This is an optimization exercise on Yosys and OpenROAD, whose aim is small area, not a production implementation. The RTL was checked by simulation tests, not by an equivalence proof against the original design. Power is estimated from default activity; no workload was simulated.

==> flow/design.v (excerpt) <==
module branch_checkpoint_table #(
    parameter int CP_DEPTH = 4,
    parameter int D_REG    = 64,
    parameter int S_REG    = 16,
    parameter int ROB_LEN  = 32,
    localparam int IDW     = $clog2(CP_DEPTH),
    localparam int CW      = IDW + 1,
    localparam int DW      = $clog2(D_REG),
    localparam int SW      = $clog2(S_REG),
    localparam int RW      = $clog2(ROB_LEN)
) (
    input  logic                  clk,
    input  logic                  rst,
    input  logic                  alloc_valid,
    input  logic [D_REG-1:0]      alloc_r_free_list,
    input  logic [S_REG-1:0]      alloc_s_free_list,
    input  logic [15:0][DW-1:0]   alloc_d_translation,
    input  logic [SW-1:0]         alloc_s_translation,
    input  logic [RW-1:0]         alloc_rob_tail,
    output logic [IDW-1:0]        alloc_id,
    output logic                  full,
    output logic                  empty,
    input  logic                  resolve_valid,
    input  logic [IDW-1:0]        resolve_id,
    input  logic                  resolve_mispredict,
    input  logic                  free_valid,
    input  logic [DW-1:0]         free_reg,
    output logic [D_REG-1:0]      frl_r_cp,
    output logic [S_REG-1:0]      frl_s_cp,
    output logic [15:0][DW-1:0]   tt_d_cp,
    output logic [SW-1:0]         tt_s_cp,
    output logic [RW-1:0]         rob_tail_cp
);
For scale: ~750 flip-flops, ~390 I/O pins, about 27000 um2 of cells after synthesis.
==> flow/config.mk <==
export PLATFORM = sky130hd
export DESIGN_NAME = branch_checkpoint_table
export DESIGN_NICKNAME = branch_checkpoint_table
export VERILOG_FILES = /design/flow/design.v
export SDC_FILE = /design/flow/constraint.sdc
export NUM_CORES = 4
export LEC_CHECK = 0
export CAP_MARGIN = 0
export CORE_MARGIN = 2
export CORE_UTILIZATION = 65
export GPL_TIMING_DRIVEN = 0
export SLEW_MARGIN = 0
==> flow/constraint.sdc <==
create_clock -name core_clock -period 5.0 [get_ports {clk}]
set_input_delay 1.0000 -clock core_clock [delete_from_list [all_inputs] [get_ports {clk}]]
set_output_delay 1.0000 -clock core_clock [all_outputs]
set_load 0.01 [all_outputs]
standard.sh (not shown) runs the stock make flow with config.mk's settings and CLKGATE_MAP_FILE= SYNTH_SCRIPT=/design/flow/synth_recipe.tcl, a recipe that flattens the netlist after the stock synthesis.
==> flow/flow/run.sh <==
#!/bin/bash
set -euo pipefail
SRC="VERILOG_FILES=$PWD/flow/mapped.v"
CTS="CTS_ARGS=-sink_clustering_enable -repair_clock_nets -dont_use_dummy_load -buf_list {sky130_fd_sc_hd__clkbuf_4} -sink_clustering_size 10 -sink_clustering_max_diameter 40"
bash standard.sh "$SRC" synth > synth_make.log 2>&1
bash standard.sh "$SRC" \
  "BUFFER_PORTS_ARGS=-buffer_cell sky130_fd_sc_hd__buf_1" \
  "$CTS" \
  finish > orfs_make.log 2>&1
Other scripts of this flow, unchanged in this note and not shown: flow/flow/mapped.v
The first run produced a clean layout.
Edit:
--- a/flow/config.mk
+++ b/flow/config.mk
@@ -6,7 +6,6 @@
 export NUM_CORES = 4
 export LEC_CHECK = 0
-export CAP_MARGIN = 0
+export CAP_MARGIN = 20
 export CORE_MARGIN = 2
-export CORE_UTILIZATION = 65
-export GPL_TIMING_DRIVEN = 0
-export SLEW_MARGIN = 0
+export CORE_UTILIZATION = 40
+export SLEW_MARGIN = 20
After rerunning: The new run ran to the end with no violations. Hold slack gains 0.016 ns. Critical path depth decreases by 4. Total power increases by 1.2%. Clock-buffer cell count increases by 20. Via count stays flat. Die area increases by 61%. First-iteration DRC count decreases by 22%. Maximum frequency increases by 11%. Sequential power is about the same.

---

== build 95 ==
Starting RTL as in the previous note.
==> flow/config.mk <==
export PLATFORM = sky130hd
export DESIGN_NAME = branch_checkpoint_table
export DESIGN_NICKNAME = branch_checkpoint_table
export VERILOG_FILES = /design/flow/design.v
export SDC_FILE = /design/flow/constraint.sdc
export NUM_CORES = 4
export LEC_CHECK = 0
export CAP_MARGIN = 20
export CORE_MARGIN = 2
export CORE_UTILIZATION = 40
export SLEW_MARGIN = 20
==> flow/constraint.sdc <==
create_clock -name core_clock -period 5.0 [get_ports {clk}]
set_input_delay 1.0000 -clock core_clock [delete_from_list [all_inputs] [get_ports {clk}]]
set_output_delay 1.0000 -clock core_clock [all_outputs]
set_load 0.01 [all_outputs]
==> flow/flow/run.sh <==
#!/bin/bash
# Own layout flow: the standard ORFS flow, with the port buffers made of the
# smallest buffer cell and a clock tree of small buffers without dummy loads.
set -euo pipefail
bash standard.sh \
  "BUFFER_PORTS_ARGS=-buffer_cell sky130_fd_sc_hd__buf_1" \
  "CTS_ARGS=-sink_clustering_enable -repair_clock_nets -dont_use_dummy_load -buf_list {sky130_fd_sc_hd__clkbuf_8} -sink_clustering_size 18 -sink_clustering_max_diameter 50" \
  finish > orfs_make.log 2>&1
Setup changes, build 95 to build 92
Settings: CTS_BUF_LIST newly set to sky130_fd_sc_hd__clkbuf_2 sky130_fd_sc_hd__clkbuf_4 sky130_fd_sc_hd__clkbuf_8.
==> flow/run.sh (new file) <==
#!/bin/bash
# synth_recipe.tcl (not shown) runs the flow's synth.tcl, then flattens the netlist and writes it again
# the make line also repeats each setting of config.mk as NAME=value (left out here)
make -C /OpenROAD-flow-scripts/flow DESIGN_CONFIG=/design/flow/config.mk WORK_HOME=/design/flow/orfs CLKGATE_MAP_FILE= SYNTH_SCRIPT=/design/flow/synth_recipe.tcl finish
removed: flow/flow/run.sh
removed: flow/standard.sh
Findings:
- Looking at minimum period implied by the final worst setup slack across both flows, build 92 is the weaker of the two, with build 95 ahead.
- The higher fraction of the cycle the final worst path needs of build 95 and build 92 is in build 92.
- Between build 92 and build 95, it is build 92 whose design area is higher, by 12%.
- Cmp build 95 and build 92 / setup slack of the critical path after layout / lower: build 92
- Taking build 95 as the reference point, the switching part of the total power of build 92 falls by 1.8 points.
- From build 95 to build 92 the numbers moved as follows: leakage component of the power now sits higher; detail-routed via count per cell -3.0%; count of clock-buffer cells in the layout increased 130%.
- Diff build 95..build 92 | die area | unchanged
- | total wire length | higher: build 92 |
The inputs of build 79 differ from those of build 92 as listed below.
Settings: clearing CTS_BUF_LIST, which used to be sky130_fd_sc_hd__clkbuf_2 sky130_fd_sc_hd__clkbuf_4 sky130_fd_sc_hd__clkbuf_8.
==> flow/flow/run.sh (new file) <==
#!/bin/bash
# Own layout flow: the standard ORFS flow, with the port buffers made of the
# smallest buffer cell and a clock tree of small buffers without dummy loads.
set -euo pipefail
bash standard.sh \
  "BUFFER_PORTS_ARGS=-buffer_cell sky130_fd_sc_hd__buf_1" \
  "CTS_ARGS=-sink_clustering_enable -repair_clock_nets -dont_use_dummy_load -buf_list {sky130_fd_sc_hd__clkbuf_2 sky130_fd_sc_hd__clkbuf_4 sky130_fd_sc_hd__clkbuf_8}" \
  finish > orfs_make.log 2>&1
==> flow/standard.sh (new file) <==
#!/bin/bash
# synth_recipe.tcl (not shown) runs the flow's synth.tcl, then flattens the netlist and writes it again
# the make line also repeats each setting of config.mk as NAME=value (left out here)
make -C /OpenROAD-flow-scripts/flow DESIGN_CONFIG=/design/flow/config.mk WORK_HOME=/design/flow/orfs CLKGATE_MAP_FILE= SYNTH_SCRIPT=/design/flow/synth_recipe.tcl "${@:-finish}"
removed: flow/run.sh
## What came out
- Comparing build 92 and build 79, the higher number of clock buffers inserted by TritonCTS was measured on build 79.
- Build 79 vs build 92 — clock-buffer cell count dropped by more than a quarter
- Compared build 92 against build 79; final wirelength within noise.
- Delta (build 79 minus build 92): sequential power up about 0.4%, hold slack down 0.20 ns, internal power summed over all cells down 10%.
### build 79 -> build 34
--- a/flow/flow/run.sh
+++ b/flow/flow/run.sh
@@ -6,3 +6,3 @@
   "BUFFER_PORTS_ARGS=-buffer_cell sky130_fd_sc_hd__buf_1" \
-  "CTS_ARGS=-sink_clustering_enable -repair_clock_nets -dont_use_dummy_load -buf_list {sky130_fd_sc_hd__clkbuf_2 sky130_fd_sc_hd__clkbuf_4 sky130_fd_sc_hd__clkbuf_8}" \
+  "CTS_ARGS=-sink_clustering_enable -repair_clock_nets -dont_use_dummy_load -buf_list {sky130_fd_sc_hd__clkbuf_16} -sink_clustering_size 35 -sink_clustering_max_diameter 60" \
   finish > orfs_make.log 2>&1
Results
Looking at relative contribution of combinational cells to total power, build 34 sits above build 79. Build 34 vs build 79 — global-route wire length before repair dropped slightly. Final standard cell area without fillers went down slightly going from build 79 to build 34. Cmp build 34 vs build 79: total track usage lower in build 34. Looking at build 79 and build 34, the maximum clock rate is a wash. In the metrics for build 79 and build 34, the one carrying the lower count of non-filler cells in the finished layout is build 34. Post-layout total power, build 79 and build 34, higher one = build 79.
For build 12, these inputs were changed with respect to build 34:
==> flow/run.sh (new file) <==
#!/bin/bash
# synth_recipe.tcl (not shown) runs the flow's synth.tcl, then flattens the netlist and writes it again
# the make line also repeats each setting of config.mk as NAME=value (left out here)
make -C /OpenROAD-flow-scripts/flow DESIGN_CONFIG=/design/flow/config.mk WORK_HOME=/design/flow/orfs CLKGATE_MAP_FILE= SYNTH_SCRIPT=/design/flow/synth_recipe.tcl finish
removed: flow/flow/run.sh
removed: flow/standard.sh
Results
Build 12: all stages complete, timing, DRC and antenna checks passed. Re worst voltage drop across the vdd grid: build 12 is about 14% down on build 34. Taking build 12 as 1.0, build 34 lands at 1.3 on maximum fanout encountered on the critical timing path. Diff build 34..build 12 | placement row count | unchanged. Against build 34, the final cell area of build 12 is higher. The share of the clock period used by the worst path after layout reported for build 12 is greater than that of build 34 by 2.7 points. Lower average routed wire per standard cell goes to build 12 over build 34. Going from build 34 to build 12, number of clock-tree buffers in the layout grew by more than 100%. In build 12 the H-tree depth reported by CTS turned out 1 higher than in build 34. Row pre-CTS worst setup slack: build 12 lower / build 34 higher.

## re-timing with driven ports
The results above use ideal ports. As a check the final layouts listed here were re-extracted and re-timed, cells and wires unchanged.
Step 1 (the two cells are an assumption about what drives the block):
set clk [get_ports {clk}]
set_driving_cell -lib_cell sky130_fd_sc_hd__clkbuf_16 $clk
set_driving_cell -lib_cell sky130_fd_sc_hd__buf_2 [delete_from_list [all_inputs] $clk]
Step 2, shift: input delay + t, output delay - t, t = (earliest + latest rising clock arrival at the registers) / 2. This alone moves slack from input paths to output paths.
a / b / c = ideal ports / drivers / drivers and shift; a / b = the first two.
run	shift t [ns]	setup WS [ns]	worst data-port slew with drivers (ns)
the first run of note 1	0.848	0.523 / 0.499 / 0.361	0.10
the second run of note 1	0.893	0.968 / 0.897 / 0.862	0.11
build 95	0.709	1.197 / 1.173 / 0.983	0.15
build 92	0.788	1.053 / 1.001 / 0.856	0.19
build 79	0.783	1.191 / 1.167 / 0.989	0.15
build 34	0.663	1.190 / 1.165 / 0.953	0.15
build 12	0.676	1.054 / 1.002 / 0.839	0.15
After both steps every run listed still meets setup and hold. For build 34, which loses most, drivers alone change the setup slack by -0.025 ns; drivers and shift together by -0.237 ns.
